Context: an optimization exercise on an open-source flow, tuned for small area and a short achievable clock period. The choices shown serve that exercise and are no tape-out recipe. At most, simulation tests tie the RTL to the original design; equivalence was not proved. For runs 2 to 6, only the layout was checked, not whether the RTL still works. Power and IR drop assume default switching activity.

**design.v**
```verilog
package trace_pkg;
    localparam int TRACE_W   = 102;
    localparam int WDATA_LSB = 0;
    localparam int WADDR_LSB = 32;
    localparam int WENA_BIT  = 37;
    localparam int INST_LSB  = 38;
    localparam int PC_LSB    = 70;
    localparam logic [1:0] WORD_PC    = 2'd0;
    localparam logic [1:0] WORD_INST  = 2'd1;
    localparam logic [1:0] WORD_RF    = 2'd2;
    localparam logic [1:0] WORD_WDATA = 2'd3;
    localparam logic [2:0] ST_IDLE = 3'd0;
    localparam logic [2:0] ST_W0   = 3'd1;
    localparam logic [2:0] ST_W1   = 3'd2;
    localparam logic [2:0] ST_W2   = 3'd3;
    localparam logic [2:0] ST_W3   = 3'd4;
endpackage
import trace_pkg::*;
module trace_fifo
#(
    parameter int WIDTH  = TRACE_W,
    parameter int DEPTH  = 16,
    parameter int ADDR_W = 4
) (
    input  logic              clk,
    input  logic              rst,
    input  logic              push,
    input  logic              pop,
    input  logic [WIDTH-1:0]  wdata,
    output logic [WIDTH-1:0]  rdata,
    output logic              full,
    output logic              empty,
    output logic [ADDR_W:0]   count
);
    localparam logic [ADDR_W:0] FULL_COUNT = (ADDR_W + 1)'(DEPTH);
    logic [WIDTH-1:0]  mem [DEPTH];
    logic [ADDR_W-1:0] wptr;
    logic [ADDR_W-1:0] rptr;
    always_ff @(posedge clk) begin
        if (push) begin
            mem[wptr] <= wdata;
        end
    end
    always_ff @(posedge clk or posedge rst) begin
        if (rst) begin
            wptr  <= '0;
            rptr  <= '0;
            count <= '0;
        end else begin
            if (push) begin
                wptr <= wptr + 1'b1;
            end
            if (pop) begin
                rptr <= rptr + 1'b1;
            end
            case ({push, pop})
                2'b10:   count <= count + 1'b1;
                2'b01:   count <= count - 1'b1;
                default: count <= count;
            endcase
        end
    end
    assign rdata = mem[rptr];
    assign full  = (count == FULL_COUNT);
    assign empty = (count == '0);
endmodule
import trace_pkg::*;
module cpu_trace_buffer
#(
    parameter int          DEPTH       = 16,
    parameter int          ADDR_W      = 4,
    parameter logic [31:0] MAX_RECORDS = 32'h0000_0230
) (
    input  logic        clk,
    input  logic        rst,
    input  logic        trace_en,
    input  logic [31:0] pc,
    input  logic [31:0] inst,
    input  logic        rf_wena,
    input  logic [4:0]  rf_waddr,
    input  logic [31:0] rf_wdata,
    output logic        out_valid,
    input  logic        out_ready,
    output logic [31:0] out_data,
    output logic        out_last,
    output logic        full,
    output logic        empty,
    output logic        overflow,
    output logic [15:0] drop_count,
    output logic [31:0] rec_count,
    output logic        done
);
    localparam logic [ADDR_W:0] DEPTH_COUNT = (ADDR_W + 1)'(DEPTH);
    function automatic logic [TRACE_W-1:0] pack_entry(
        input logic [31:0] pc,
        input logic [31:0] inst,
        input logic        wena,
        input logic [4:0]  waddr,
        input logic [31:0] wdata
    );
        pack_entry = {pc, inst, wena, waddr, wdata};
    endfunction
    function automatic logic [31:0] entry_word(
        input logic [TRACE_W-1:0] entry,
        input logic [1:0]         idx
    );
        logic [31:0] word;
        case (idx)
            WORD_PC:   word = entry[PC_LSB +: 32];
            WORD_INST: word = entry[INST_LSB +: 32];
            WORD_RF:   word = {entry[WENA_BIT], 26'b0, entry[WADDR_LSB +: 5]};
            default:   word = entry[WDATA_LSB +: 32];
        endcase
        entry_word = word;
    endfunction
    logic [2:0]         state;
    logic [2:0]         state_next;
    logic [TRACE_W-1:0] entry_q;
    logic [TRACE_W-1:0] head;
    logic [ADDR_W:0]    occupancy;
    logic               cap;
    logic               push_ok;
    logic               pop;
    logic [1:0]         word_idx;
    logic [TRACE_W-1:0] entry_in;
    assign entry_in = pack_entry(pc, inst, rf_wena, rf_waddr, rf_wdata);
    assign done    = (rec_count == MAX_RECORDS);
    assign cap     = trace_en && !done;
    assign push_ok = cap && ((occupancy < DEPTH_COUNT) || pop);
    trace_fifo #(
        .WIDTH  (TRACE_W),
        .DEPTH  (DEPTH),
        .ADDR_W (ADDR_W)
    ) u_fifo (
        .clk   (clk),
        .rst   (rst),
        .push  (push_ok),
        .pop   (pop),
        .wdata (entry_in),
        .rdata (head),
        .full  (full),
        .empty (empty),
        .count (occupancy)
    );
    always_ff @(posedge clk or posedge rst) begin
        if (rst) begin
            rec_count  <= '0;
            overflow   <= 1'b0;
            drop_count <= '0;
        end else begin
            if (push_ok) begin
                rec_count <= rec_count + 32'd1;
            end
            if (cap && !push_ok) begin
                overflow <= 1'b1;
                if (drop_count != 16'hFFFF) begin
                    drop_count <= drop_count + 16'd1;
                end
            end
        end
    end
    always_ff @(posedge clk or posedge rst) begin
        if (rst) begin
            state   <= ST_IDLE;
            entry_q <= '0;
        end else begin
            state <= state_next;
            if (pop) begin
                entry_q <= head;
            end
        end
    end
    always_comb begin
        state_next = state;
        pop        = 1'b0;
        case (state)
            ST_IDLE: begin
                if (!empty) begin
                    pop        = 1'b1;
                    state_next = ST_W0;
                end
            end
            ST_W0: if (out_ready) state_next = ST_W1;
            ST_W1: if (out_ready) state_next = ST_W2;
            ST_W2: if (out_ready) state_next = ST_W3;
            ST_W3: begin
                if (out_ready) begin
                    if (!empty) begin
                        pop        = 1'b1;
                        state_next = ST_W0;
                    end else begin
                        state_next = ST_IDLE;
                    end
                end
            end
            default: state_next = ST_IDLE;
        endcase
    end
    always_comb begin
        word_idx  = WORD_PC;
        out_valid = 1'b0;
        out_last  = 1'b0;
        out_data  = '0;
        case (state)
            ST_W0: word_idx = WORD_PC;
            ST_W1: word_idx = WORD_INST;
            ST_W2: word_idx = WORD_RF;
            ST_W3: word_idx = WORD_WDATA;
            default: word_idx = WORD_PC;
        endcase
        if (state != ST_IDLE) begin
            out_valid = 1'b1;
            out_data  = entry_word(entry_q, word_idx);
            out_last  = (state == ST_W3);
        end
    end
endmodule
```
**run.sh**
```bash
#!/bin/bash
# synth_recipe.tcl (not shown) runs the flow's synth.tcl, then flattens the netlist and writes it again
# the make line also repeats each setting of config.mk as NAME=value (left out here)
make -C /OpenROAD-flow-scripts/flow DESIGN_CONFIG=/design/flow/config.mk WORK_HOME=/design/flow/orfs CLKGATE_MAP_FILE= SYNTH_SCRIPT=/design/flow/synth_recipe.tcl finish
```
**config.mk**
```make
export PLATFORM = sky130hd
export DESIGN_NAME = cpu_trace_buffer
export DESIGN_NICKNAME = cpu_trace_buffer
export VERILOG_FILES = /design/flow/design.v
export SDC_FILE = /design/flow/constraint.sdc
export NUM_CORES = 4
export LEC_CHECK = 0
export CAP_MARGIN = 20
export CORE_MARGIN = 2
export CORE_UTILIZATION = 45
export PLACE_DENSITY = 0.6
export SLEW_MARGIN = 20
```
**constraint.sdc**
```tcl
create_clock -name core_clock -period 5.5 [get_ports {clk}]
set_input_delay 1.1000 -clock core_clock [delete_from_list [all_inputs] [get_ports {clk}]]
set_output_delay 1.1000 -clock core_clock [all_outputs]
set_load 0.01 [all_outputs]
```
==> summary.md, run 1 <==
| Metric | Value |
|---|---|
| Num CTS Buffers | `183` |
| Distinct cells, synth | `50` |
| Req. time, crit path | `4400 ps` |
| Clock Latency Late Sink | `830 ps` |
| Net count, final | `3638` |
| Cell count after synthesis | `3222` |
| Mux share of post-synthesis cell area | `16.0%` |
| Outcome | `finished clean` |
| Postcts setup bufs | `0` |
| CP arrival | `3890 ps` |
| Synth-to-Final Area Change | `15.6%` |
| Placed Cells | `5364` |
| # setup viols final | `0` |
| Vias per inst | `5.89` |
| Initial Utilization | `45.5%` |
| Register area | `53200 um2` |
| Startpoint types | `flip-flop` |
| Synth area leader | `edfxtp_1` |
| Sequential fraction of the synthesis area | `76.8%` |
| IO Pins | `192` |
| GRT overflow | `0` |
| Via count | `33600` |
| Worst Path Class, Setup | `flip-flop to output pin` |
| CTS clk-pin slew, worst paths | `60 ps` |
| Worst-margin pin slew | `1170 ps` |
| Synth Register Bits | `1799` |
| Slew HR | `20.9%` |
| Cts repair resizes | `0` |
| P per Cell Area | `519 nW/um2` |
| Hold Crit Class | `flip-flop to flip-flop` |
| Reg2Reg Setup Slack | `1670 ps` |
| Setup tns final | `0 ps` |
| Die Span X | `396 um` |
| CP Max Fanout | `17` |
| Core area | `152000 um2` |
| Crit-path max cell delay | `650 ps` |
| Area of the multi-input gates | `15200 um2` |
| Largest delay contributor family on the critical path | `buffers and inverters` |
| Buf+Inv Stages, Crit Path | `4` |
| Ys flop type | `edfxtp_1` |
| Max-cap viol count | `0` |
| H-tree depth | `4` |
| Worst vdd ir | `0.360 mV` |
| CTS Root Cell | `clkbuf_16` |
| DRC | `0` |
| Layout cells sized above 1 | `21.5%` |
| Rows | `143` |
| Final std cells w/o fill | `5706` |
| Antenna-violating nets left | `0` |
| Synth Area in XOR/XNOR | `0.721%` |
| Hpwl dp | `102000 um` |
| Mean Syn Cell Area | `21.5 um2` |
| Layout fillers | `11800` |
| Post-Syn Area | `69200 um2` |
| CP max stage cell | `dfrtp_1` |
| Fin. max-slew vios | `0` |
| Simple-gate area share of the yosys netlist | `1.69%` |
| Leakage power figure | `26.8 nW` |
| Die height | `396 um` |
| Number of synthesized flops with an enable pin | `1632` |
| Largest net degree at the start of global routing | `103` |
| GP Congestion | `0.815` |
| Largest cells by area after synthesis | `edfxtp_1, mux4_2, dfrtp_1, mux2i_1, a21o_1` |
| PortBufs | `191` |
| Vias in the first global route | `34100` |
| Antenna violations before repair | `10` |
| Final period utilization | `90.7%` |
| GRT Overall Usage | `22.1%` |
| RSZ-0062 raised after global routing | `no` |
| Final hold viol count | `0` |
| FFs w/ async S/R, synth | `9.28%` |
| CTS max path bufs | `3` |
| CP Capture Type | `output pin` |
| Worst path most repeated cell | `buf_4` |
| Total wire length | `172000 um` |
| Layout Skew | `33.9 ps` |
| Fin crit period | `4990 ps` |
| Cts hold-fix bufs | `0` |
| Initial detailed-routing violation count | `3131` |
| CTS sink cnt | `1799` |
| Critical-path cell list | `buf_4 > nand2b_1 > nor2_2 > buf_4 > a222oi_1 > inv_1 > clkdlybuf4s50_1` |
| Post-synthesis compound-gate area fraction | `3.06%` |
| First-pass GRT wire length | `249000 um` |
| Routed wire per std cell | `30.1 um` |
| Post-synthesis adder-cell area fraction | `0.246%` |
| Pre-Repair DR Iteration Count | `7` |
| Die area | `157000 um2` |
| Largest family of logic cells by synthesized area | `multiplexers` |
| Share of the synthesized area in the top cell type | `70.8%` |
| Yosys warns | `2` |
| F_max | `200 MHz` |
| CTS tree | `done` |
report_power, final:
part / internal, mW / total (mW) / switching (mW)
Sequential: 16.4 / 17.6 / 1.17
Combinational: 5.30 / 11.9 / 6.59
Clock: 6.88 / 12.1 / 5.23
area by class of cell:
type,count,share of cell area [%]
Inverter,36,0.177
Sequential cell,1799,66.5
Tap cell,2030,3.17
Multi-Input combinational cell,1211,18.9
Clock buffer,244,6.34
Clock inverter,95,1.01
Antenna cell,3,0.00938
Timing Repair Buffer,288,3.89
stage by stage:
stage               total power [mW]  util [%]  hold slack [ps]  area, um2  setup slack (ps)
detailed placement              29.9      48.7              457      74200              1270
finish                          41.6      52.6              471      80000               510
global placement                29.8      48.7              448      74200              1270
CTS                             42.0      52.6              472      80000               578
floorplan                       25.2         -              448      69200               724
global route                    43.2      52.6              504      80000               361
worst paths after layout:
kind / depth (start not counted) / start / end
setup reg to reg: 13 / state[2]$_DFFE_PP0P_ / u_fifo.count[4]$_DFFE_PP0P_
min in group asynchronous: 2 / rst / rec_count[14]$_DFFE_PP0P_
setup / recovery: 7 / state[2]$_DFFE_PP0P_ / out_data[28]
hold reg to reg: 1 / overflow$_DFFE_PP0P_ / overflow$_DFFE_PP0P_
hold / removal: 1 / overflow$_DFFE_PP0P_ / overflow$_DFFE_PP0P_
max in group asynchronous: 3 / rst / entry_q[98]$_DFFE_PP0P_
Yosys cell counts, drive strengths merged, types with 4 or more instances:
library cell and n:
edfxtp 1632, mux4 391, mux2i 228, dfrtp 167, buf 109, o22ai 103, a21o 87, nand2 73
clkbuf 67, inv 36, o21ai 29, xor2 29, nor2 28, xnor2 28, nor2b 23, a22o 21
a222oi 20, and3 20, o31ai 18, nand3 15, nor3 15, nand4 14, nor4 14, ha 12
a221o 6, a22oi 6, nand2b 5, or3 4
cell usage in the layout (no fill, tap or decap), types with 6 or more instances in the layout:
cell type        count
a21o_1              87
a221o_1              6
a222oi_1            20
a22o_1              21
a22oi_1              6
and3_4              15
buf_12              38
buf_4               59
bufinv_16            8
clkbuf_1            39
clkbuf_16          187
clkbuf_8            18
clkdlybuf4s50_1    191
clkinv_1            33
clkinv_2            34
clkinv_8             6
clkinvlp_4           7
dfrtp_1            164
edfxtp_1          1632
ha_1                12
inv_1               34
mux2i_1            228
mux4_2             391
nand2_1             72
nand3_1             15
nand4_1             14
nor2_1              24
nor2b_1             23
nor3_1              14
nor4_1              13
o21ai_0             27
o22ai_1            103
o31ai_1             18
xnor2_1             28
xor2_1              29
per-layer routing:
| layer | track usage [%] | share of wire, % | up-vias |
|---|---|---|---|
| met3 | 5.15 | 7.9 | 213 |
| met5 | 0 | 0.033 | - |
| li1 | - | - | 14000 |
| met1 | 32.2 | 43 | 18200 |
| met4 | 5.27 | 1.8 | 10 |
| met2 | 33.9 | 47 | 1199 |
sequential cells by signal (all words and copies together) (netlist names):
| register | cells |
|---|---|
| drop_count | 16 |
| entry_q | 102 |
| overflow | 1 |
| rec_count | 32 |
| state | 3 |
| u_fifo.count | 5 |
| u_fifo.mem | 1632 |
| u_fifo.rptr | 4 |
| u_fifo.wptr | 4 |
logic make-up after synthesis:
logic type / Yosys count
AOI/OAI and AO/OA: 296
DFF: 1799
buffers and inverters: 212
and+or+nand+nor: 225
xor gates and xnor gates: 57
adders and majority gates: 13
muxes: 620
==> run 2: changes to the inputs <==
==> design.v (replaced) <==
package trace_pkg;
    localparam int TRACE_W   = 102;
    localparam int WDATA_LSB = 0;
    localparam int WADDR_LSB = 32;
    localparam int WENA_BIT  = 37;
    localparam int INST_LSB  = 38;
    localparam int PC_LSB    = 70;
endpackage
import trace_pkg::*;
module trace_fifo
#(
    parameter int WIDTH = TRACE_W,
    parameter int DEPTH = 16
) (
    input  logic              clk,
    input  logic [DEPTH-1:0]  we,
    input  logic [WIDTH-1:0]  wdata,
    input  logic [DEPTH-1:0]  rsel,
    output logic [WIDTH-1:0]  rdata
);
    logic [WIDTH-1:0] mem [DEPTH];
    always_ff @(posedge clk) begin
        for (int i = 0; i < DEPTH; i++) begin
            if (we[i]) begin
                mem[i] <= wdata;
            end
        end
    end
    always_comb begin
        rdata = '0;
        for (int i = 0; i < DEPTH; i++) begin
            rdata = rdata | (mem[i] & {WIDTH{rsel[i]}});
        end
    end
endmodule
import trace_pkg::*;
module cpu_trace_buffer
#(
    parameter int DEPTH       = 16,
    parameter int MAX_RECORDS = 560
) (
    input  logic        clk,
    input  logic        rst,
    input  logic        trace_en,
    input  logic [31:0] pc,
    input  logic [31:0] inst,
    input  logic        rf_wena,
    input  logic [4:0]  rf_waddr,
    input  logic [31:0] rf_wdata,
    output logic        out_valid,
    input  logic        out_ready,
    output logic [31:0] out_data,
    output logic        out_last,
    output logic        full,
    output logic        empty,
    output logic        overflow,
    output logic [15:0] drop_count,
    output logic [31:0] rec_count,
    output logic        done
);
    localparam int RW = $clog2(MAX_RECORDS + 1);
    logic               w0, w1, w2, w3;
    logic [DEPTH-1:0]   wsel;        
    logic [DEPTH-1:0]   rsel;        
    logic [DEPTH-1:0]   we;
    logic [4:0]         occ;         
    logic [RW-1:0]      rec;
    logic [TRACE_W-1:0] entry_in;
    logic [TRACE_W-1:0] head;
    logic [69:0]        ent;         
    logic               pop, push, drop, accept;
    assign entry_in = {pc, inst, rf_wena, rf_waddr, rf_wdata};
    assign pop    = !empty && (!out_valid || (w3 && out_ready));
    assign accept = trace_en && !done;
    assign push   = accept && (!full || pop);
    assign drop   = accept && full && !pop;
    assign we = wsel & {DEPTH{!full || (w3 && out_ready)}};
    trace_fifo #(
        .WIDTH (TRACE_W),
        .DEPTH (DEPTH)
    ) u_fifo (
        .clk   (clk),
        .we    (we),
        .wdata (entry_in),
        .rsel  (rsel),
        .rdata (head)
    );
    always_ff @(posedge clk or posedge rst) begin
        if (rst) begin
            wsel <= DEPTH'(1);
            rsel <= DEPTH'(1);
            occ  <= '0;
            full  <= 1'b0;
            empty <= 1'b1;
        end else begin
            if (push) wsel <= {wsel[DEPTH-2:0], wsel[DEPTH-1]};
            if (pop)  rsel <= {rsel[DEPTH-2:0], rsel[DEPTH-1]};
            if (push && !pop) begin
                occ   <= occ + 5'd1;
                empty <= 1'b0;
                full  <= (occ == 5'(DEPTH - 1));
            end else if (pop && !push) begin
                occ   <= occ - 5'd1;
                full  <= 1'b0;
                empty <= (occ == 5'd1);
            end
        end
    end
    always_ff @(posedge clk or posedge rst) begin
        if (rst) begin
            rec        <= '0;
            done       <= 1'b0;
            overflow   <= 1'b0;
            drop_count <= '0;
        end else begin
            if (push) begin
                rec  <= rec + 1'b1;
                done <= (rec == RW'(MAX_RECORDS - 1));
            end
            if (drop) begin
                overflow <= 1'b1;
                if (drop_count != 16'hFFFF) begin
                    drop_count <= drop_count + 16'd1;
                end
            end
        end
    end
    assign rec_count = 32'(rec);
    always_ff @(posedge clk or posedge rst) begin
        if (rst) begin
            out_valid <= 1'b0;
            w0 <= 1'b0;
            w1 <= 1'b0;
            w2 <= 1'b0;
            w3 <= 1'b0;
        end else begin
            if (!out_valid || (w3 && out_ready)) begin
                out_valid <= !empty;
                w0 <= !empty;
                w3 <= 1'b0;
            end else if (out_ready) begin
                w0 <= 1'b0;
                w1 <= w0;
                w2 <= w1;
                w3 <= w2;
            end
        end
    end
    assign out_last = w3;
    always_ff @(posedge clk) begin
        if (!out_valid || w3) begin
            ent <= head[69:0];
        end
    end
    always_ff @(posedge clk) begin
        if (!out_valid || out_ready) begin
            if (!out_valid || w3) out_data <= head[PC_LSB +: 32];
            else if (w0)          out_data <= ent[INST_LSB +: 32];
            else if (w1)          out_data <= {ent[WENA_BIT], 26'b0, ent[WADDR_LSB +: 5]};
            else                  out_data <= ent[WDATA_LSB +: 32];
        end
    end
endmodule
==> summary.md, run 2 <==
| Metric | Value |
|---|---|
| Fin crit period | `3350 ps (-1640 ps)` |
| IO Pins | `192 (unchanged)` |
| Startpoint types | `primary input` |
| DRC | `0 (unchanged)` |
| Hold Crit Class | `flip-flop to flip-flop` |
| Post-placement worst setup slack | `1370 ps (+102 ps)` |
| Critical-path cell list | `clkdlybuf4s50_1 > a21boi_4 > buf_4 > nor2b_4 > buf_12` |
| Cell count after synthesis | `3216 (-0.19%)` |
| Mean Syn Cell Area | `20.1 um2 (-6.5%)` |
| Post-route cell area | `74500 um2 (-7.0%)` |
| Net count, final | `3542 (-2.6%)` |
| Number of synthesized flops with an enable pin | `1734 (+6.3%)` |
| Post-Syn Area | `64600 um2 (-6.7%)` |
| Largest Register | `u_fifo.mem` |
| Setup tns final | `0 ps (unchanged)` |
| CTS clk-pin slew, worst paths | `60 ps (about the same)` |
| Most frequent cells in the layout | `edfxtp_1, a221oi_1, a22o_1` |
| Hold WS | `493 ps (+21.5 ps)` |
| CTS Root Cell | `clkbuf_16` |
| Most common cell after layout, fill and taps aside | `edfxtp_1` |
| Synth area leader | `edfxtp_1` |
| Req. time, crit path | `5940 ps (+1540 ps)` |
| Vias per inst | `6.30 (+7.0%)` |
| Max-cap viol count | `0 (unchanged)` |
| Vias in the first global route | `33600 (-1.5%)` |
| CTS tree | `done` |
| Largest net degree at the start of global routing | `103 (unchanged)` |
| Clock Latency Late Sink | `820 ps (about the same)` |
| Postcts setup bufs | `0 (unchanged)` |
| CP max stage cell | `nor2b_4` |
| Ys flop type | `edfxtp_1` |
| Cell Area, Placed | `68800 um2 (-7.2%)` |
| Die area | `147000 um2 (-6.6%)` |
| CTS max path bufs | `3 (unchanged)` |
| Final Power | `29.5 mW (-29%)` |
| Min-delay src | `occ[3]$_DFFE_PP0P_` |
| Sequential fraction of the synthesis area | `83.4% (+6.6 points)` |
| Rows | `139 (-2.8%)` |
| Worst vdd ir | `0.262 mV (-27%)` |
| Hpwl dp | `84600 um (-17%)` |
| Antenna violations before repair | `14 (+4)` |
| Cts hold-fix bufs | `0 (unchanged)` |
| P per Cell Area | `396 nW/um2 (-24%)` |
| Crit path launch | `out_ready` |
| Total wire length | `178000 um (+3.5%)` |
| Layout cells sized above 1 | `10.7% (-11 points)` |
| Initial detailed-routing violation count | `4090 (+31%)` |
| Num CTS Buffers | `180 (-1.6%)` |
| GP Congestion | `0.738 (-9.4%)` |
| Via count | `34600 (+2.8%)` |
| Worst-margin pin slew | `1190 ps (+17.4 ps)` |
| Initial Utilization | `45.2% (-0.28 points)` |
| Die height | `383 um (-3.4%)` |
| Slew HR | `20.6% (-0.33 points)` |
| GRT Overall Usage | `24.0% (+1.9 points)` |
| Cts repair resizes | `0 (unchanged)` |
| Largest delay contributor family on the critical path | `buffers and inverters` |
| Antenna-violating nets left | `0 (unchanged)` |
| Crit-path max cell delay | `810 ps (+160 ps)` |
| Leakage power figure | `23.2 nW (-14%)` |
| FFs w/ async S/R, synth | `3.99% (-5.3 points)` |
| Pre-Repair DR Iteration Count | `5 (-2)` |
| Worst Path Class, Setup | `primary input to flip-flop` |
| Synth-to-Final Area Change | `15.3%` |
| Final period utilization | `60.9% (-30 points)` |
| Layout Skew | `19.2 ps (-14.7 ps)` |
| GRT overflow | `0 (unchanged)` |
| CP Max Fanout | `80 (+63)` |
| Outcome | `finished clean` |
| Yosys warns | `3 (+1)` |
| F_max | `299 MHz (+49%)` |
| Final WS setup | `2150 ps (+1640 ps)` |
| Final hold viol count | `0 (unchanged)` |
| Fin. max-slew vios | `0 (unchanged)` |
| Most frequent cell after synthesis | `edfxtp_1` |
| H-tree depth | `4 (unchanged)` |
| CP Capture Type | `flip-flop` |
| Buf+Inv Stages, Crit Path | `3 (-1)` |
| PortBufs | `169 (-12%)` |
| # setup viols final | `0 (unchanged)` |
| Max reg flops | `1632 (unchanged)` |
| CP arrival | `3790 ps (-100 ps)` |
| Die Span X | `383 um (-3.4%)` |
| Largest cells by area after synthesis | `edfxtp_1, a221oi_1, a22o_1, dfrtp_1, clkbuf_1` |
| Distinct cells, synth | `45 (-10%)` |
| Routed wire per std cell | `32.4 um (+7.7%)` |
| Share of the synthesized area in the top cell type | `80.6% (+9.8 points)` |
| Largest registers | `u_fifo.mem x1632, ent x70, out_data x32` |
| RSZ-0062 raised after global routing | `no` |
| Core area | `143000 um2 (-6.1%)` |
| Synth top cells by count | `edfxtp_1, a221oi_1, a22o_1, clkbuf_1, nand4_1` |
| CTS sink cnt | `1806 (+0.39%)` |
| First-pass GRT wire length | `251000 um (+0.84%)` |
| Reg2reg start | `w3$_DFFE_PP0P_` |
| Synth Register Bits | `1806 (+0.39%)` |
==> run 2: changes by cell type after synthesis, moves of 58 or more <==
| cell | change |
|---|---|
| a221oi_1 | +401 |
| mux4_2 | -391 |
| a22o_1 | +355 |
| mux2i_1 | -220 |
| o22ai_1 | -103 |
| edfxtp_1 | +102 |
| dfrtp_1 | -98 |
| clkbuf_1 | +91 |
| a21o_1 | -87 |
| nand4_1 | +61 |
| a22oi_1 | +58 |
==> run 2: metrics by stage <==
| step | cells | util, % |
|---|---|---|
| floorplan | 3237 | - |
| global placement | 5147 | 48.1 |
| detailed placement | 5148 | 48.1 |
| CTS | 5480 | 52.1 |
| global route | 5482 | 52.1 |
| finish | 5485 | 52.1 |
==> run 2: layout make-up <==
| class | count | area, um2 |
|---|---|---|
| tap | 1903 | 2380 |
| sequential | 1806 | 53900 |
| clock inverter | 93 | 850 |
| timing repair buffer | 241 | 2560 |
| clock buffer | 239 | 4770 |
| inverter | 8 | 30.0 |
| antenna | 3 | 7.51 |
| fill | 11100 | 68500 |
| multi-input combinational | 1192 | 9930 |
==> run 2: logic make-up (layout without fill, tap and decap cells) <==
kind of cell | Yosys count | in the layout | share of synthesized area [%]
flip-flops | 1806 | 1806 | 83.4
AO/OA/AOI/OAI | 895 | 895 | 12.0
buffers and inverters | 239 | 581 | 1.56
AND/OR/NAND/NOR | 198 | 198 | 1.82
multiplexers | 42 | 42 | 0.717
XOR/XNOR | 28 | 28 | 0.380
adder cells (fa/ha/maj) | 7 | 7 | 0.136
other | 1 | 25 | 0.00581
==> run 2: routing by layer <==
metal  up-vias  part of all wire, %  global-route usage (%)
li1      14300                    -                       -
met5         -                0.057                       0
met2      1575                   48                    38.5
met1     18500                   43                    34.3
met3       245                  7.5                    4.04
met4        16                  1.9                    5.73
==> run 2: where the power goes <==
group          switching, mW  total, mW  internal [mW]
clock                   5.08       11.7           6.63
sequential             0.175       15.7           15.5
combinational           1.44       2.10          0.665
==> run 2: worst paths after layout <==
| check | to | slack [ps] | depth (start not counted) |
|---|---|---|---|
| worst min-delay path | occ[3]$_DFFE_PP0P_ | 490 | 1 |
| min in group asynchronous | drop_count[6]$_DFFE_PP0P_ | 750 | 2 |
| worst max-delay path | u_fifo.mem[4][56]$_DFFE_PP_ | 2150 | 5 |
| worst min register to register | occ[3]$_DFFE_PP0P_ | 490 | 1 |
| worst max register to register | u_fifo.mem[4][56]$_DFFE_PP_ | 2590 | 4 |
| max in group asynchronous | rsel[11]$_DFFE_PP0P_ | 3680 | 3 |
==> run 3: changes to the inputs <==
--- a/config.mk
+++ b/config.mk
@@ -9,4 +9,5 @@
 export CORE_MARGIN = 2
 export CORE_UTILIZATION = 45
 export PLACE_DENSITY = 0.6
+export SETUP_SLACK_MARGIN = 3.0
 export SLEW_MARGIN = 20
==> summary.md, run 3 <==
| Metric | Value |
|---|---|
| Mux share of post-synthesis cell area | `0.717% (unchanged)` |
| First-pass GRT wire length | `257000 um (+2.3%)` |
| Final hold viol count | `0 (unchanged)` |
| Outcome | `finished clean` |
| Yosys warns | `3 (unchanged)` |
| Initial detailed-routing violation count | `4898 (+20%)` |
| Fin crit period | `2610 ps (-740 ps)` |
| Antenna-violating nets left | `0 (unchanged)` |
| CTS tree | `done` |
| Layout Skew | `23.4 ps (+4.19 ps)` |
| Worst vdd ir | `0.369 mV (+41%)` |
| GRT overflow | `0 (unchanged)` |
| Most frequent cell after synthesis | `edfxtp_1` |
| Via count | `35300 (+2.2%)` |
| Largest registers | `u_fifo.mem x1632, ent x70, out_data x32` |
| Largest family of logic cells by synthesized area | `compound AO/OA/AOI/OAI gates` |
| CTS Root Cell | `clkbuf_16` |
| DRC | `0 (unchanged)` |
| Die height | `383 um (unchanged)` |
| Crit-path max cell delay | `600 ps (-210 ps)` |
| Distinct cells, synth | `45 (unchanged)` |
| Worst Path Class, Setup | `flip-flop to flip-flop` |
| Largest Register | `u_fifo.mem` |
| Synth-to-Final Area Change | `15.9%` |
| Die Span X | `383 um (unchanged)` |
| PortBufs | `169 (unchanged)` |
| Layout cells sized above 1 | `14.8% (+4.1 points)` |
| P per Cell Area | `388 nW/um2 (-2.0%)` |
| Leakage power figure | `23.6 nW (+1.9%)` |
| CTS sink cnt | `1806 (unchanged)` |
| Mean Syn Cell Area | `20.1 um2 (unchanged)` |
| Clock Latency Late Sink | `820 ps (about the same)` |
| Post-placement worst setup slack | `1170 ps (-203 ps)` |
| Req. time, crit path | `5980 ps (+40 ps)` |
| Post-synthesis adder-cell area fraction | `0.136% (unchanged)` |
| Max reg flops | `1632 (unchanged)` |
| Final Power | `29.0 mW (-1.5%)` |
| Most common cell after layout, fill and taps aside | `edfxtp_1` |
| Post-synthesis compound-gate area fraction | `12.0% (unchanged)` |
| Synth Area in XOR/XNOR | `0.380% (unchanged)` |
| Max-cap viol count | `0 (unchanged)` |
| CTS max path bufs | `3 (unchanged)` |
| Share of the synthesized area in the top cell type | `80.6% (unchanged)` |
| WHS Path Cells | `1 (unchanged)` |
| H-tree depth | `4 (unchanged)` |
| IO Pins | `192 (unchanged)` |
| Initial Utilization | `45.2% (unchanged)` |
| Die area | `147000 um2 (unchanged)` |
| Core area | `143000 um2 (unchanged)` |
| Synth top cells by count | `edfxtp_1, a221oi_1, a22o_1, clkbuf_1, nand4_1` |
| CP Max Fanout | `64 (-20%)` |
| Hpwl dp | `86000 um (+1.7%)` |
| Largest net degree at the start of global routing | `105 (+1.9%)` |
| Most frequent cells in the layout | `edfxtp_1, a221oi_1, a22o_1` |
| Synth area leader | `edfxtp_1` |
| Vias per inst | `6.38 (+1.2%)` |
| Fin. max-slew vios | `0 (unchanged)` |
| CP arrival | `3090 ps (-700 ps)` |
| Largest cells by area after synthesis | `edfxtp_1, a221oi_1, a22o_1, dfrtp_1, clkbuf_1` |
| RSZ-0062 raised after global routing | `yes` |
| Setup tns final | `0 ps (unchanged)` |
| GRT Overall Usage | `24.7% (+0.74 points)` |
| Placed Cells | `5151 (+0.058%)` |
| Post-Syn Area | `64600 um2 (unchanged)` |
| Total wire length | `183000 um (+3.0%)` |
| Vias in the first global route | `34600 (+3.0%)` |
| Rows | `139 (unchanged)` |
| Cts hold-fix bufs | `0 (unchanged)` |
| Final period utilization | `47.4% (-13 points)` |
| Area of the multi-input gates | `10100 um2 (+1.5%)` |
| FFs w/ async S/R, synth | `3.99% (unchanged)` |
| Num CTS Buffers | `178 (-1.1%)` |
| Post-Route Utilization | `52.3% (+0.26 points)` |
| Layout fillers | `11200 (+0.34%)` |
| Synth Register Bits | `1806 (unchanged)` |
| Startpoint types | `flip-flop` |
| Slew HR | `27.3% (+6.7 points)` |
| Routed wire per std cell | `33.1 um (+2.0%)` |
| Final std cells w/o fill | `5540 (+1.0%)` |
| Sequential fraction of the synthesis area | `83.4% (unchanged)` |
| # setup viols final | `0 (unchanged)` |
| Number of synthesized flops with an enable pin | `1734 (unchanged)` |
| CP Capture Type | `flip-flop` |
| CP max stage cell | `a221oi_1` |
| Ys flop type | `edfxtp_1` |
| Final WS setup | `2890 ps (+740 ps)` |
| Cell count after synthesis | `3216 (unchanged)` |
| Net count, final | `3605 (+1.8%)` |
| Critical-path cell list | `buf_4 > nand2b_4 > buf_12 > a221oi_1 > a41oi_1` |
| Simple-gate area share of the yosys netlist | `1.82% (unchanged)` |
| F_max | `384 MHz (+28%)` |
| GP Congestion | `0.750 (+1.6%)` |
| Pre-Repair DR Iteration Count | `5 (unchanged)` |
| CTS clk-pin slew, worst paths | `60 ps (about the same)` |
| Worst-margin pin slew | `1090 ps (-106 ps)` |
| Register area | `53900 um2 (about the same)` |
| Hold Crit Class | `flip-flop to flip-flop` |
| Antenna violations before repair | `23 (+9)` |
| Worst Reg-to-Reg Cells | `5 (+1)` |
run 3: cell counts after synthesis:
Identical to the previous run, type by type.
run 3: metal layers:
layer / GRT usage, % / share of wire [%]
met1: 35.5 / 42
met2: 37.6 / 46
met3: 5.69 / 9.7
met4: 7.72 / 2.6
met5: 0 / 0.073
run 3: final cells by class:
type	instances	share of cell area [%]
Tap cell	1903	3.18
Timing Repair Buffer	300	4.02
Sequential cell	1806	72.1
Clock buffer	232	6.40
Inverter	8	0.0401
Antenna cell	6	0.0201
Multi-Input combinational cell	1198	13.5
Clock inverter	87	0.781
run 3: worst max-delay path, delay by kind of cell (launching register included):
| kind | cells | cell delay [ps] |
|---|---|---|
| AO/OA/AOI/OAI | 2 | 800 |
| AND/OR/NAND/NOR | 1 | 450 |
| buffers and inverters | 2 | 610 |
| flip-flops | 1 | 360 |
run 3: what timing repair did:
action,in CTS,in global routing
gates cloned,8,0
setup endpoints to repair,1088,105
pin swaps,1,1
gates resized for setup,303,10
setup buffers,48,8
run 3: power breakdown:
part,internal [mW],total (mW),switching [mW]
Combinational,0.538,1.98,1.45
Sequential,15.5,15.7,0.169
Clock,6.35,11.4,5.03
Total,22.4,29.0,6.65
run 3: worst paths after layout:
check | from | to | slack (ps)
max reg2reg | out_valid$_DFFE_PP0P_ | out_data[13]$_DFFE_PP_ | 2890
max in group asynchronous | rst | rsel[12]$_DFFE_PP0P_ | 3690
max | out_valid$_DFFE_PP0P_ | out_data[13]$_DFFE_PP_ | 2890
min in group asynchronous | rst | drop_count[7]$_DFFE_PP0P_ | 770
min reg2reg | occ[3]$_DFFE_PP0P_ | occ[3]$_DFFE_PP0P_ | 500
min | occ[3]$_DFFE_PP0P_ | occ[3]$_DFFE_PP0P_ | 500
run 3: metrics by stage:
| stage | hold WS, ps | cell area [um2] |
|---|---|---|
| floorplan | 456 | 64800 |
| global placement | 482 | 68800 |
| detailed placement | 485 | 68800 |
| CTS | 499 | 74700 |
| global route | 530 | 74800 |
| finish | 495 | 74800 |
run 3: cell families (layout without fill, tap and decap cells):
group           Yosys count  count (layout)
fa+ha+maj                 7               7
compound gates          895             895
flops                  1806            1806
other cells               1              28
mux                      42              42
xor+xnor                 28              28
buf+inv                 239             627
simple gates            198             204
==> run 4: changes to the inputs <==
--- a/config.mk
+++ b/config.mk
@@ -9,5 +9,5 @@
 export CORE_MARGIN = 2
 export CORE_UTILIZATION = 45
 export PLACE_DENSITY = 0.6
-export SETUP_SLACK_MARGIN = 3.0
+export SETUP_SLACK_MARGIN = 3.6
 export SLEW_MARGIN = 20
==> summary.md, run 4 <==
| Metric | Value |
|---|---|
| Largest registers | `u_fifo.mem x1632, ent x70, out_data x32` |
| Final hold viol count | `0 (unchanged)` |
| CP Capture Type | `output pin` |
| Synth top cells by count | `edfxtp_1, a221oi_1, a22o_1, clkbuf_1, nand4_1` |
| Die Span X | `383 um (unchanged)` |
| Mean Syn Cell Area | `20.1 um2 (unchanged)` |
| Largest cells by area after synthesis | `edfxtp_1, a221oi_1, a22o_1, dfrtp_1, clkbuf_1` |
| Routed wire per std cell | `50.5 um (+53%)` |
| Vias per inst | `7.51 (+18%)` |
| Crit-path max cell delay | `510 ps (-90 ps)` |
| # setup viols final | `0 (unchanged)` |
| Final std cells w/o fill | `6328 (+14%)` |
| Critical-path cell list | `buf_6` |
| Layout fillers | `8498 (-24%)` |
| Hold Crit Class | `flip-flop to flip-flop` |
| F_max | `383 MHz (-0.14%)` |
| Net count, final | `4372 (+21%)` |
| CP Depth | `1 (-4)` |
| WHS Path Cells | `1 (unchanged)` |
| Reg2reg start | `full$_DFFE_PP0P_` |
| Synth Register Bits | `1806 (unchanged)` |
| Most frequent cell after synthesis | `edfxtp_1` |
| Die height | `383 um (unchanged)` |
| CP max stage cell | `edfxtp_1` |
| Die area | `147000 um2 (unchanged)` |
| Largest delay contributor family on the critical path | `flip-flops` |
| H-tree depth | `4 (unchanged)` |
| Post-Syn Area | `64600 um2 (unchanged)` |
| Worst Path Class, Setup | `flip-flop to output pin` |
| CTS tree | `done` |
| GRT overflow | `0 (unchanged)` |
| Core area | `143000 um2 (unchanged)` |
| Synth-to-Final Area Change | `44.7%` |
| Clock Latency Late Sink | `860 ps (+40 ps)` |
| Ys flop type | `edfxtp_1` |
| FFs w/ async S/R, synth | `3.99% (unchanged)` |
| Final period utilization | `47.5% (+0.065 points)` |
| Slew HR | `36.4% (+9.1 points)` |
| Worst-margin pin slew | `951 ps (-134 ps)` |
| Area of the multi-input gates | `13100 um2 (+30%)` |
| Post-Route Utilization | `65.4% (+13 points)` |
| Most common cell after layout, fill and taps aside | `edfxtp_1` |
| Crit path launch | `out_data[16]$_DFFE_PP_` |
| Largest Register | `u_fifo.mem` |
| Via count | `47500 (+34%)` |
| GRT Overall Usage | `37.1% (+12 points)` |
| Max reg flops | `1632 (unchanged)` |
| Register area | `53900 um2 (unchanged)` |
| Leakage power figure | `31.5 nW (+33%)` |
| Worst vdd ir | `0.238 mV (-35%)` |
| Logic pwr share | `10.7% (+3.9 points)` |
| Fin crit period | `2610 ps (+3.55 ps)` |
| Layout Skew | `46.2 ps (+22.8 ps)` |
| Hold Path Sink | `occ[3]$_DFFE_PP0P_` |
| Placed Cells | `5151 (unchanged)` |
| Internal power | `23.0 mW (+2.6%)` |
| Yosys warns | `3 (unchanged)` |
| Reg2Reg Setup Slack | `2960 ps (+70 ps)` |
| Antenna violations before repair | `34 (+48%)` |
| Setup tns final | `0 ps (unchanged)` |
| RSZ-0062 raised after global routing | `yes` |
| IO Pins | `192 (unchanged)` |
| Fin. max-slew vios | `0 (unchanged)` |
| Max-cap viol count | `0 (unchanged)` |
| Sequential Power Share | `50.9% (-3.0 points)` |
| Clock power frac | `38.5% (-0.7 points)` |
| CTS Root Cell | `clkbuf_16` |
| Distinct cells, synth | `45 (unchanged)` |
| GP Congestion | `0.750 (unchanged)` |
| Sequential fraction of the synthesis area | `83.4% (unchanged)` |
| CTS max path bufs | `3 (unchanged)` |
| Buf+Inv Stages, Crit Path | `1 (-1)` |
| Synth area leader | `edfxtp_1` |
| First-pass GRT wire length | `364000 um (+42%)` |
| Most frequent cells in the layout | `edfxtp_1, a22o_1, buf_16` |
| P per Cell Area | `332 nW/um2 (-14%)` |
| Number of synthesized flops with an enable pin | `1734 (unchanged)` |
| CP arrival | `1510 ps (-1580 ps)` |
| Capture point of the worst reg-to-reg path | `u_fifo.mem[11][55]$_DFFE_PP_` |
| Rows | `139 (unchanged)` |
| CTS clk-pin slew, worst paths | `60 ps (about the same)` |
| Startpoint types | `flip-flop` |
| DRC | `0 (unchanged)` |
| Antenna-violating nets left | `0 (unchanged)` |
| Largest net degree at the start of global routing | `47 (-55%)` |
| Hold WS | `509 ps (+13.9 ps)` |
| Min-delay src | `occ[3]$_DFFE_PP0P_` |
| Worst Reg-to-Reg Cells | `13 (+8)` |
| Total wire length | `319000 um (+74%)` |
| Hpwl dp | `86000 um (unchanged)` |
| Cell count after synthesis | `3216 (unchanged)` |
| Req. time, crit path | `4400 ps (-1580 ps)` |
| Outcome | `finished clean` |
| Pre-Repair DR Iteration Count | `9 (+4)` |
| Layout cells sized above 1 | `37.6% (+23 points)` |
| Share of the synthesized area in the top cell type | `80.6% (unchanged)` |
| Final Power | `31.0 mW (+6.8%)` |
| Initial Utilization | `45.2% (unchanged)` |
| CTS sink cnt | `1806 (unchanged)` |
| Sw Share | `25.9% (+3.0 points)` |
| Vias in the first global route | `41000 (+18%)` |
| CP Max Fanout | `1 (-98%)` |
| PortBufs | `169 (unchanged)` |
| Num CTS Buffers | `178 (unchanged)` |
| Psw | `8.04 mW (+21%)` |
| Initial detailed-routing violation count | `10800 (+120%)` |
## run 4: cell count changes in the layout (fill, tap and decap cells not counted), sizes merged
| cell | change |
|---|---|
| nand2b | +2 |
| clkdlybuf4s15 | +1 |
| inv | -1 |
| buf | +700 |
| clkinv | +1 |
| clkbuf | +61 |
| a41o | +1 |
| diode | +21 |
| dlygate4sd2 | -1 |
| bufbuf | +3 |
## run 4: how the worst max path moves through the flow
stage          slack (ps)                          end
2_1_floorplan        2100  u_fifo.mem[10][0]$_DFFE_PP_
3_3_place_gp         1220  u_fifo.mem[1][47]$_DFFE_PP_
3_5_place_dp         1170  u_fifo.mem[1][85]$_DFFE_PP_
4_1_cts              2880                 out_data[16]
5_1_grt              2890                 out_data[16]
6_report             2890                 out_data[16]
## run 4: logic make-up after synthesis
kind of cell    share of synthesized area, %
simple gates                            1.82
xor+xnor                               0.380
buf+inv                                 1.56
compound gates                          12.0
fa+ha+maj                              0.136
flops                                   83.4
mux                                    0.717
other cells                          0.00581
## run 4: area by class of cell
cell class | count | area share (%)
sequential | 1806 | 57.7
timing repair buffer | 1064 | 19.8
multi-input combinational | 1201 | 14.0
clock buffer | 232 | 5.13
tap | 1903 | 2.55
clock inverter | 87 | 0.625
antenna | 27 | 0.0723
inverter | 8 | 0.0335
## run 4: per-layer routing
metal,global-route usage (%),vias up,routed length [um]
li1,-,16200,-
met1,46.8,23200,95600
met2,51.5,6111,125000
met3,15.2,1959,61400
met4,26.6,42,36300
met5,0,-,821
## run 4: worst reg2reg max path, stage by stage (launching register included)
cell	delay [ps]
dfrtp_1	430
buf_6	140
buf_6	100
buf_6	110
a21boi_4	150
buf_6	140
buf_6	120
buf_16	130
buf_8	130
nor2b_4	170
buf_6	130
buf_12	160
buf_12	200
buf_16	140
## run 4: timing repair
action | CTS | global route
setup endpoints to repair | 1918 | 1883
resized for setup | 1161 | 395
gates cloned | 236 | 71
buffers inserted | 393 | 131
hold buffers | 0 | 0
pin swaps | 108 | 169
## run 4: power groups by stage
| stage | Combinational, mW | Clock [mW] | Sequential (mW) |
|---|---|---|---|
| after floorplan | 0.647 | 0 | 15.9 |
| after global placement | 1.97 | 0 | 15.9 |
| after detailed placement | 1.99 | 0 | 16.0 |
| after CTS | 2.53 | 11.5 | 15.7 |
| after global routing | 3.22 | 12.3 | 15.8 |
| final | 3.31 | 11.9 | 15.8 |
## run 4: metrics by stage
stage          setup WS (ps)  area (um2)
6_report                2890       93500
5_1_grt                 2890       93400
4_1_cts                 2880       88300
3_5_place_dp            1170       68800
3_3_place_gp            1220       68800
2_1_floorplan           2100       64800
==> run 5: changes to the inputs <==
--- a/design.v
+++ b/design.v
@@ -60,6 +60,7 @@
 );
     localparam int RW = $clog2(MAX_RECORDS + 1);
     logic               w0, w1, w2, w3;
+    logic               hsel, nhold;
     logic [DEPTH-1:0]   wsel;        
     logic [DEPTH-1:0]   rsel;        
     logic [DEPTH-1:0]   we;
@@ -129,32 +130,38 @@
     always_ff @(posedge clk or posedge rst) begin
         if (rst) begin
             out_valid <= 1'b0;
-            w0 <= 1'b0;
-            w1 <= 1'b0;
-            w2 <= 1'b0;
-            w3 <= 1'b0;
+            w0    <= 1'b0;
+            w1    <= 1'b0;
+            w2    <= 1'b0;
+            w3    <= 1'b0;
+            hsel  <= 1'b1;
+            nhold <= 1'b0;
         end else begin
             if (!out_valid || (w3 && out_ready)) begin
                 out_valid <= !empty;
-                w0 <= !empty;
-                w3 <= 1'b0;
+                w0    <= !empty;
+                w3    <= 1'b0;
+                hsel  <= empty;
+                nhold <= !empty;
             end else if (out_ready) begin
-                w0 <= 1'b0;
-                w1 <= w0;
-                w2 <= w1;
-                w3 <= w2;
+                w0    <= 1'b0;
+                w1    <= w0;
+                w2    <= w1;
+                w3    <= w2;
+                hsel  <= w2;
+                nhold <= !w2;
             end
         end
     end
     assign out_last = w3;
     always_ff @(posedge clk) begin
-        if (!out_valid || w3) begin
+        if (!nhold) begin
             ent <= head[69:0];
         end
     end
     always_ff @(posedge clk) begin
         if (!out_valid || out_ready) begin
-            if (!out_valid || w3) out_data <= head[PC_LSB +: 32];
+            if (hsel)             out_data <= head[PC_LSB +: 32];
             else if (w0)          out_data <= ent[INST_LSB +: 32];
             else if (w1)          out_data <= {ent[WENA_BIT], 26'b0, ent[WADDR_LSB +: 5]};
             else                  out_data <= ent[WDATA_LSB +: 32];
--- a/config.mk
+++ b/config.mk
@@ -9,5 +9,5 @@
 export CORE_MARGIN = 2
 export CORE_UTILIZATION = 45
 export PLACE_DENSITY = 0.6
-export SETUP_SLACK_MARGIN = 3.6
+export SETUP_SLACK_MARGIN = 3.0
 export SLEW_MARGIN = 20
==> summary.md, run 5 <==
| Metric | Value |
|---|---|
| Die Span X | `383 um (about the same)` |
| GP Congestion | `0.758 (+1.0%)` |
| Sw Share | `23.1% (-2.8 points)` |
| Crit-path max cell delay | `540 ps (+30 ps)` |
| Most frequent cells in the layout | `edfxtp_1, a221oi_1, a22o_1` |
| Psw | `6.71 mW (-17%)` |
| Vias in the first global route | `35000 (-15%)` |
| Req. time, crit path | `4400 ps (about the same)` |
| First-pass GRT wire length | `268000 um (-26%)` |
| Final hold viol count | `0 (unchanged)` |
| Register area | `54000 um2 (+0.12%)` |
| Min-delay src | `overflow$_DFFE_PP0P_` |
| Worst vdd ir | `0.349 mV (+46%)` |
| Area of the multi-input gates | `9980 um2 (-24%)` |
| Internal power | `22.3 mW (-3.0%)` |
| CTS max path bufs | `3 (unchanged)` |
| Max reg flops | `1632 (unchanged)` |
| Routed wire per std cell | `34.7 um (-31%)` |
| Antenna violations before repair | `17 (-50%)` |
| Hpwl dp | `90000 um (+4.6%)` |
| F_max | `391 MHz (+2.1%)` |
| Initial Utilization | `45.2% (about the same)` |
| Final Power | `29.0 mW (-6.5%)` |
| CTS sink cnt | `1808 (+0.11%)` |
| Worst Reg-to-Reg Cells | `5 (-8)` |
| Outcome | `finished clean` |
| GRT overflow | `0 (unchanged)` |
| Worst-margin pin slew | `1050 ps (+95.4 ps)` |
| Ys flop type | `edfxtp_1` |
| CTS clk-pin slew, worst paths | `60 ps (about the same)` |
| Slew HR | `30.2% (-6.2 points)` |
| CP arrival | `1460 ps (-50 ps)` |
| Synth area leader | `edfxtp_1` |
| Post-Syn Area | `64600 um2 (about the same)` |
| Buf+Inv Stages, Crit Path | `1 (unchanged)` |
| Largest cells by area after synthesis | `edfxtp_1, a221oi_1, a22o_1, dfrtp_1, a22oi_1` |
| Crit path launch | `empty$_DFFE_PP1P_` |
| Distinct cells, synth | `52 (+16%)` |
| Clock Latency Late Sink | `820 ps (-40 ps)` |
| WHS Path Cells | `1 (unchanged)` |
| P per Cell Area | `387 nW/um2 (+17%)` |
| Logic pwr share | `6.3% (-4.4 points)` |
| PortBufs | `169 (unchanged)` |
| Die height | `383 um (about the same)` |
| Fin. max-slew vios | `0 (unchanged)` |
| Core area | `143000 um2 (+0.12%)` |
| CP Depth | `1 (unchanged)` |
| Largest net degree at the start of global routing | `105 (+120%)` |
| Fin crit period | `2560 ps (-53.8 ps)` |
| Antenna-violating nets left | `0 (unchanged)` |
| CP max stage cell | `dfstp_2` |
| FFs w/ async S/R, synth | `4.09% (+0.11 points)` |
| Worst Path Class, Setup | `flip-flop to output pin` |
| Critical-path cell list | `buf_6` |
| Num CTS Buffers | `178 (unchanged)` |
| # setup viols final | `0 (unchanged)` |
| Most common cell after layout, fill and taps aside | `edfxtp_1` |
| H-tree depth | `4 (unchanged)` |
| CP Max Fanout | `2 (+1)` |
| DRC | `0 (unchanged)` |
| Synth top cells by count | `edfxtp_1, a221oi_1, a22o_1, a22oi_1, clkbuf_1` |
| Layout Skew | `54.5 ps (+8.32 ps)` |
| Yosys warns | `3 (unchanged)` |
| Cts hold-fix bufs | `0 (unchanged)` |
| Sequential Power Share | `54.3% (+3.4 points)` |
| Hold Crit Class | `flip-flop to flip-flop` |
| Die area | `147000 um2 (about the same)` |
| Share of the synthesized area in the top cell type | `80.5% (about the same)` |
| Reg2reg start | `rsel[10]$_DFFE_PP0P_` |
| Leakage power figure | `23.8 nW (-24%)` |
| CTS Root Cell | `clkbuf_16` |
| Via count | `36300 (-24%)` |
| Initial detailed-routing violation count | `4989 (-54%)` |
| Synth Register Bits | `1808 (+0.11%)` |
| Sequential fraction of the synthesis area | `83.4% (about the same)` |
| CP Capture Type | `output pin` |
| Total wire length | `194000 um (-39%)` |
| Startpoint types | `flip-flop` |
| Net count, final | `3663 (-16%)` |
| Most frequent cell after synthesis | `edfxtp_1` |
| GRT Overall Usage | `25.9% (-11 points)` |
| Rows | `139 (unchanged)` |
| Pre-Repair DR Iteration Count | `6 (-3)` |
| Final period utilization | `46.5% (-0.98 points)` |
| Mean Syn Cell Area | `19.7 um2 (-1.9%)` |
| Number of synthesized flops with an enable pin | `1734 (unchanged)` |
| Max-cap viol count | `0 (unchanged)` |
| Clock power frac | `39.5% (+1.0 points)` |
| Setup tns final | `0 ps (unchanged)` |
| Synth-to-Final Area Change | `15.8%` |
| Largest Register | `u_fifo.mem` |
| Cell count after synthesis | `3280 (+2.0%)` |
| IO Pins | `192 (unchanged)` |
| Layout cells sized above 1 | `14.2% (-23 points)` |
| CTS tree | `done` |
| RSZ-0062 raised after global routing | `yes` |
| Largest registers | `u_fifo.mem x1632, ent x70, out_data x32` |
| Largest delay contributor family on the critical path | `flip-flops` |
| Vias per inst | `6.49 (-14%)` |
| Layout fillers | `11300 (+32%)` |
[run 5: final cells by class]
class | count | area share (%)
sequential | 1808 | 72.1
multi-input combinational | 1258 | 13.3
clock buffer | 232 | 6.25
timing repair buffer | 295 | 3.99
tap | 1903 | 3.18
clock inverter | 87 | 1.03
inverter | 9 | 0.0485
antenna | 5 | 0.0167
[run 5: what timing repair did]
action                                  in CTS  in global routing
pin swaps                                    1                  2
gates cloned                                 7                  0
setup buffers                               46                  7
endpoints found under the setup margin    1451                196
resized for setup                          315                  9
[run 5: layer usage]
layer  vias up  wire, um  global-route usage (%)
met5         -        57                       0
met4        10      4170                    6.39
met3       263     18300                    4.20
met2      2205     93100                    41.8
met1     19300     78700                    36.9
li1      14600         -                       -
[run 5: power groups by stage]
stage	Combinational (mW)	Sequential, mW	Clock, mW
finish	1.82	15.7	11.4
detailed placement	1.76	16.1	0
global placement	1.75	16.1	0
floorplan	0.585	16.0	0
CTS	1.78	15.7	11.6
global route	1.91	15.8	12.1
[run 5: logic make-up (layout without fill, tap and decap cells)]
family	after synthesis	after routing	synth area share, %
buffers and inverters	239	623	1.55
DFF	1808	1808	83.4
and+or+nand+nor	274	278	2.32
adders and majority gates	7	7	0.135
AOI/OAI and AO/OA	879	879	11.4
other	1	27	0.00580
muxes	44	44	0.751
xor gates and xnor gates	28	28	0.379
[run 5: worst paths after layout]
check | end | slack (ps)
max | empty | 2940
max reg2reg | out_data[9]$_DFFE_PP_ | 2990
min in group asynchronous | occ[1]$_DFFE_PP0P_ | 760
min reg2reg | overflow$_DFFE_PP0P_ | 500
max in group asynchronous | out_valid$_DFFE_PP0P_ | 3700
min | overflow$_DFFE_PP0P_ | 500
[run 5: stage by stage]
| stage | hold slack, ps | util (%) | setup WS (ps) | cell area [um2] | std cells |
|---|---|---|---|---|---|
| 5_1_grt | 530 | 52.3 | 2900 | 74900 | 5594 |
| 3_5_place_dp | 485 | 48.0 | 1160 | 68800 | 5212 |
| 2_1_floorplan | 449 | - | 2160 | 64800 | 3301 |
| 3_3_place_gp | 477 | 48.0 | 1200 | 68700 | 5211 |
| 4_1_cts | 496 | 52.2 | 2890 | 74700 | 5584 |
| 6_report | 496 | 52.3 | 2940 | 74900 | 5597 |
==> run 6: changes to the inputs <==
--- a/config.mk
+++ b/config.mk
@@ -8,6 +8,8 @@
 export CAP_MARGIN = 20
 export CORE_MARGIN = 2
 export CORE_UTILIZATION = 45
+export CTS_CLUSTER_DIAMETER = 80
+export CTS_CLUSTER_SIZE = 30
 export PLACE_DENSITY = 0.6
 export SETUP_SLACK_MARGIN = 3.0
 export SLEW_MARGIN = 20
==> summary.md, run 6 <==
| Metric | Value |
|---|---|
| Outcome | `finished clean` |
| Worst vdd ir | `0.226 mV (-35%)` |
| Crit-path max cell delay | `560 ps (+20 ps)` |
| Pre-Repair DR Iteration Count | `6 (unchanged)` |
| Final period utilization | `45.2% (-1.3 points)` |
| Post-synthesis adder-cell area fraction | `0.135% (unchanged)` |
| P per Cell Area | `346 nW/um2 (-11%)` |
| CP Capture Type | `output pin` |
| First-pass GRT wire length | `266000 um (-1.0%)` |
| Simple-gate area share of the yosys netlist | `2.32% (unchanged)` |
| Hold Crit Class | `flip-flop to flip-flop` |
| Fin. max-slew vios | `0 (unchanged)` |
| H-tree depth | `3 (-1)` |
| PortBufs | `169 (unchanged)` |
| Hold WS | `518 ps (+22.4 ps)` |
| Most frequent cells in the layout | `edfxtp_1, a221oi_1, a22o_1` |
| Post-Syn Area | `64600 um2 (unchanged)` |
| Post-Route Utilization | `50.6% (-1.7 points)` |
| Max-cap viol count | `0 (unchanged)` |
| Reg2reg start | `w1$_DFFE_PP0P_` |
| Share of the synthesized area in the top cell type | `80.5% (unchanged)` |
| Synth top cells by count | `edfxtp_1, a221oi_1, a22o_1, a22oi_1, clkbuf_1` |
| Vias in the first global route | `33900 (-3.0%)` |
| Initial Utilization | `45.2% (unchanged)` |
| CTS max path bufs | `3 (unchanged)` |
| Sequential fraction of the synthesis area | `83.4% (unchanged)` |
| IO Pins | `192 (unchanged)` |
| Cell count after synthesis | `3280 (unchanged)` |
| Die Span X | `383 um (unchanged)` |
| Vias per inst | `6.56 (+1.0%)` |
| Largest net degree at the start of global routing | `105 (unchanged)` |
| F_max | `402 MHz (+2.8%)` |
| Largest Register | `u_fifo.mem` |
| Critical-path cell list | `buf_6` |
| Worst-margin pin slew | `1130 ps (+80.2 ps)` |
| Net count, final | `3578 (-2.3%)` |
| Reg2Reg Setup Slack | `3020 ps (+30 ps)` |
| FFs w/ async S/R, synth | `4.09% (unchanged)` |
| GRT Overall Usage | `25.7% (-0.19 points)` |
| Layout cells sized above 1 | `11.7% (-2.5 points)` |
| Total wire length | `194000 um (-0.19%)` |
| Num CTS Buffers | `80 (-55%)` |
| Mean Syn Cell Area | `19.7 um2 (unchanged)` |
| Post-synthesis compound-gate area fraction | `11.4% (unchanged)` |
| Distinct cells, synth | `52 (unchanged)` |
| Setup tns final | `0 ps (unchanged)` |
| Ys flop type | `edfxtp_1` |
| Buf+Inv Stages, Crit Path | `1 (unchanged)` |
| Clock Latency Late Sink | `740 ps (-80 ps)` |
| Number of synthesized flops with an enable pin | `1734 (unchanged)` |
| Largest delay contributor family on the critical path | `flip-flops` |
| # setup viols final | `0 (unchanged)` |
| Leakage power figure | `22.5 nW (-5.4%)` |
| CTS tree | `done` |
| CP arrival | `1390 ps (-70 ps)` |
| Worst Path Class, Setup | `flip-flop to output pin` |
| Initial detailed-routing violation count | `5427 (+8.8%)` |
| Routed wire per std cell | `35.8 um (+3.1%)` |
| Antenna-violating nets left | `0 (unchanged)` |
| Startpoint types | `flip-flop` |
| Die height | `383 um (unchanged)` |
| Rows | `139 (unchanged)` |
| Synth area leader | `edfxtp_1` |
| Capture point of the worst reg-to-reg path | `out_data[26]$_DFFE_PP_` |
| Slew HR | `24.5% (-5.7 points)` |
| Layout Skew | `43.4 ps (-11.1 ps)` |
| Fin crit period | `2490 ps (-70.4 ps)` |
| CTS clk-pin slew, worst paths | `100 ps (+40 ps)` |
| CTS Root Cell | `clkbuf_16` |
| Synth Area in XOR/XNOR | `0.379% (unchanged)` |
| Mux share of post-synthesis cell area | `0.751% (unchanged)` |
| Min-delay src | `overflow$_DFFE_PP0P_` |
| Largest cells by area after synthesis | `edfxtp_1, a221oi_1, a22o_1, dfrtp_1, a22oi_1` |
| Most common cell after layout, fill and taps aside | `edfxtp_1` |
| Final hold viol count | `0 (unchanged)` |
| Synth Register Bits | `1808 (unchanged)` |
| Yosys warns | `3 (unchanged)` |
| Via count | `35500 (-2.2%)` |
| GP Congestion | `0.758 (unchanged)` |
| CTS sink cnt | `1808 (unchanged)` |
| Worst Reg-to-Reg Cells | `5 (unchanged)` |
| Hpwl dp | `90000 um (unchanged)` |
| Max reg flops | `1632 (unchanged)` |
| GRT overflow | `0 (unchanged)` |
| Synth-to-Final Area Change | `12.0%` |
| Req. time, crit path | `4400 ps (about the same)` |
| WHS Path Cells | `1 (unchanged)` |
| Cell Area, Placed | `68800 um2 (unchanged)` |
| DRC | `0 (unchanged)` |
| RSZ-0062 raised after global routing | `yes` |
| Cts hold-fix bufs | `0 (unchanged)` |
| Most frequent cell after synthesis | `edfxtp_1` |
| CP Max Fanout | `2 (unchanged)` |
| Largest family of logic cells by synthesized area | `compound AO/OA/AOI/OAI gates` |
| Hold Path Sink | `overflow$_DFFE_PP0P_` |
| Post-route cell area | `72400 um2 (-3.3%)` |
| Core area | `143000 um2 (unchanged)` |
| CP max stage cell | `dfstp_2` |
| Antenna violations before repair | `19 (+2)` |
| Die area | `147000 um2 (unchanged)` |
| Largest registers | `u_fifo.mem x1632, ent x70, out_data x32` |
-- run 6: logic make-up (layout without fill, tap and decap cells) --
| group | count (synthesis) | count (layout) |
|---|---|---|
| flip-flops | 1808 | 1808 |
| AO/OA/AOI/OAI | 879 | 879 |
| AND/OR/NAND/NOR | 274 | 278 |
| buffers and inverters | 239 | 441 |
| multiplexers | 44 | 44 |
| XOR/XNOR | 28 | 28 |
| adder cells (fa/ha/maj) | 7 | 7 |
| other | 1 | 28 |
-- run 6: layer usage --
layer / vias up / track usage (%) / routed length (um)
li1: 14300 / - / -
met1: 18800 / 36.9 / 78200
met2: 2146 / 41.1 / 91400
met3: 251 / 4.01 / 19400
met4: 10 / 6.85 / 4920
met5: - / 0 / 57
-- run 6: cell type report --
cell class / count / area, um2
tap: 1903 / 2380
fill: 11500 / 70700
inverter: 9 / 36.3
timing repair buffer: 308 / 3310
sequential: 1808 / 54000
clock inverter: 37 / 558
antenna: 6 / 15.0
multi-input combinational: 1258 / 9980
clock buffer: 87 / 2090
-- run 6: where the power goes --
group / total [mW] / internal, mW / switching (mW)
Clock: 7.50 / 3.06 / 4.43
Combinational: 1.83 / 0.543 / 1.29
Sequential: 15.7 / 15.5 / 0.245
-- run 6: worst max path at each step --
stage / to / depth (start not counted) / slack, ps / from
floorplan: u_fifo.mem[10][0]$_DFFE_PP_ / 3 / 2160 / out_ready
global placement: u_fifo.mem[11][12]$_DFFE_PP_ / 4 / 1200 / out_ready
detailed placement: u_fifo.mem[11][12]$_DFFE_PP_ / 4 / 1160 / out_ready
CTS: u_fifo.mem[5][19]$_DFFE_PP_ / 7 / 2930 / out_ready
global route: empty / 1 / 2970 / empty$_DFFE_PP1P_
finish: empty / 1 / 3010 / empty$_DFFE_PP1P_
-- run 6: timing repair --
item                       in CTS  in global routing
pin swaps                       1                  1
setup buffers                  55                  9
gates cloned                    8                  1
setup endpoints to repair    1585                460
resized for setup             236                 20
-- run 6: stage by stage --
step	setup WS (ps)	cells	total power, mW
floorplan	2160	3301	16.5
global placement	1200	5211	17.8
detailed placement	1160	5212	17.8
CTS	2930	5399	25.1
global route	2970	5414	25.6
finish	3010	5416	25.0
==> run 7: changes to the inputs <==
--- a/design.v
+++ b/design.v
@@ -58,7 +58,7 @@
     output logic [31:0] rec_count,
     output logic        done
 );
-    localparam int RW = $clog2(MAX_RECORDS + 1);
+    localparam int RW = 10;              
     logic               w0, w1, w2, w3;
     logic               hsel, nhold;
     logic [DEPTH-1:0]   wsel;        
==> summary.md, run 7 <==
| Metric | Value |
|---|---|
| Sequential Power Share | `62.7% (about the same)` |
| Crit-path max cell delay | `560 ps (about the same)` |
| Setup tns final | `0 ps (unchanged)` |
| CP Capture Type | `output pin` |
| PortBufs | `169 (unchanged)` |
| Reg2Reg Setup Slack | `3020 ps (about the same)` |
| # setup viols final | `0 (unchanged)` |
| Vias in the first global route | `33900 (unchanged)` |
| Final hold viol count | `0 (unchanged)` |
| F_max | `402 MHz (unchanged)` |
| RSZ-0062 raised after global routing | `yes` |
| DRC | `0 (unchanged)` |
| Hold Crit Class | `flip-flop to flip-flop` |
| Ys flop type | `edfxtp_1` |
| Share of the synthesized area in the top cell type | `80.5% (unchanged)` |
| Max reg flops | `1632 (unchanged)` |
| CP Max Fanout | `2 (unchanged)` |
| Logic pwr share | `7.3% (about the same)` |
| Most frequent cells in the layout | `edfxtp_1, a221oi_1, a22o_1` |
| Clock Latency Late Sink | `740 ps (about the same)` |
| Worst vdd ir | `0.226 mV (unchanged)` |
| Hold WS | `518 ps (unchanged)` |
| Fin. max-slew vios | `0 (unchanged)` |
| Cell count after synthesis | `3280 (unchanged)` |
| Largest registers | `u_fifo.mem x1632, ent x70, out_data x32` |
| Hold Path Sink | `overflow$_DFFE_PP0P_` |
| Clock power frac | `29.9% (about the same)` |
| Largest delay contributor family on the critical path | `flip-flops` |
| Vias per inst | `6.56 (unchanged)` |
| Outcome | `finished clean` |
| Initial detailed-routing violation count | `5427 (unchanged)` |
| Mean Syn Cell Area | `19.7 um2 (unchanged)` |
| H-tree depth | `3 (unchanged)` |
| Cts hold-fix bufs | `0 (unchanged)` |
| WHS Path Cells | `1 (unchanged)` |
| Largest cells by area after synthesis | `edfxtp_1, a221oi_1, a22o_1, dfrtp_1, a22oi_1` |
| Antenna violations before repair | `19 (unchanged)` |
| Total wire length | `194000 um (unchanged)` |
| Number of synthesized flops with an enable pin | `1734 (unchanged)` |
| Worst Path Class, Setup | `flip-flop to output pin` |
| Most frequent cell after synthesis | `edfxtp_1` |
| Rows | `139 (unchanged)` |
| Antenna-violating nets left | `0 (unchanged)` |
| P per Cell Area | `346 nW/um2 (unchanged)` |
| CTS sink cnt | `1808 (unchanged)` |
| Synth Register Bits | `1808 (unchanged)` |
| First-pass GRT wire length | `266000 um (unchanged)` |
| Met2 usage in global routing | `41.1% (unchanged)` |
| Post-Route Utilization | `50.6% (unchanged)` |
[run 7: cell counts in the layout (fill, tap and decap cells not counted)]
No cell type changed its count.
[run 7: area by class of cell]
| class | count | area [um2] | area share [%] |
|---|---|---|---|
| diodes | 6 | 15.0 | 0.0207 |
| clock buffers | 87 | 2090 | 2.89 |
| clock inverters | 37 | 558 | 0.771 |
| inverters | 9 | 36.3 | 0.0501 |
| multi-input cells | 1258 | 9980 | 13.8 |
| flip-flops and latches | 1808 | 54000 | 74.6 |
| well taps | 1903 | 2380 | 3.29 |
| repair buffers | 308 | 3310 | 4.58 |
[run 7: per-layer routing]
layer  vias up  wire length [um]
li1      14300                 -
met1     18800             78200
met2      2146             91400
met3       251             19400
met4        10              4920
met5         -                57
[run 7: cells by family (layout without fill, tap and decap cells)]
logic type	Yosys count	count (layout)	share of synthesized area, %
flip-flops	1808	1808	83.4
AO/OA/AOI/OAI	879	879	11.4
other	1	28	0.00580
XOR/XNOR	28	28	0.379
AND/OR/NAND/NOR	274	278	2.32
multiplexers	44	44	0.751
buffers and inverters	239	441	1.55
adder cells (fa/ha/maj)	7	7	0.135
[run 7: worst max-delay path by stage]
stage,startpoint,to,slack [ps],depth (start not counted)
after CTS,out_ready,u_fifo.mem[5][19]$_DFFE_PP_,2930,7
after floorplan,out_ready,u_fifo.mem[10][0]$_DFFE_PP_,2160,3
final,empty$_DFFE_PP1P_,empty,3010,1
after detailed placement,out_ready,u_fifo.mem[11][12]$_DFFE_PP_,1160,4
after global routing,empty$_DFFE_PP1P_,empty,2970,1
after global placement,out_ready,u_fifo.mem[11][12]$_DFFE_PP_,1200,4
[run 7: timing repair]
item                       in CTS  in global routing
setup buffers                  55                  9
pin swaps                       1                  1
cloned                          8                  1
resized for setup             236                 20
setup endpoints to repair    1585                460
[run 7: metrics by stage]
step	instances	instance area, um2	setup slack (ps)
floorplan	3301	64800	2160
global placement	5211	68700	1200
detailed placement	5212	68800	1160
CTS	5399	72200	2930
global route	5414	72400	2970
finish	5416	72400	3010
[run 7: power groups by stage]
stage / registers (mW) / logic [mW] / clock network [mW]
after floorplan: 16.0 / 0.585 / 0
after global placement: 16.1 / 1.75 / 0
after detailed placement: 16.1 / 1.76 / 0
after CTS: 15.7 / 1.80 / 7.57
after global routing: 15.7 / 1.92 / 7.98
final: 15.7 / 1.83 / 7.50

[afterwards: timing with drivers on the ports]
The results above use ideal ports. As a check the final layouts listed here were re-extracted and re-timed, cells and wires unchanged. Step 1 assumes that a clkbuf_16 drives the clock port and a buf_2 every other input. Step 2 also shifts input and output timing later by t, the mid clock arrival at the registers, as if the neighbouring blocks saw the same clock. Three values: no drivers, after step 1, after step 2; two values: the first two.
run	t (ns)	slack for setup (ns)
run 1	0.894	0.510 / 0.428 / 1.101
run 2	0.880	2.152 / 2.188 / 1.308
run 3	0.875	2.893 / 2.864 / 2.171
run 4	0.909	2.889 / 2.814 / 2.325
run 5	0.891	2.943 / 2.850 / 2.253
run 6	0.796	3.013 / 2.937 / 2.330
run 7	0.796	3.013 / 2.937 / 2.330
After both steps setup and hold are still met in every run listed.
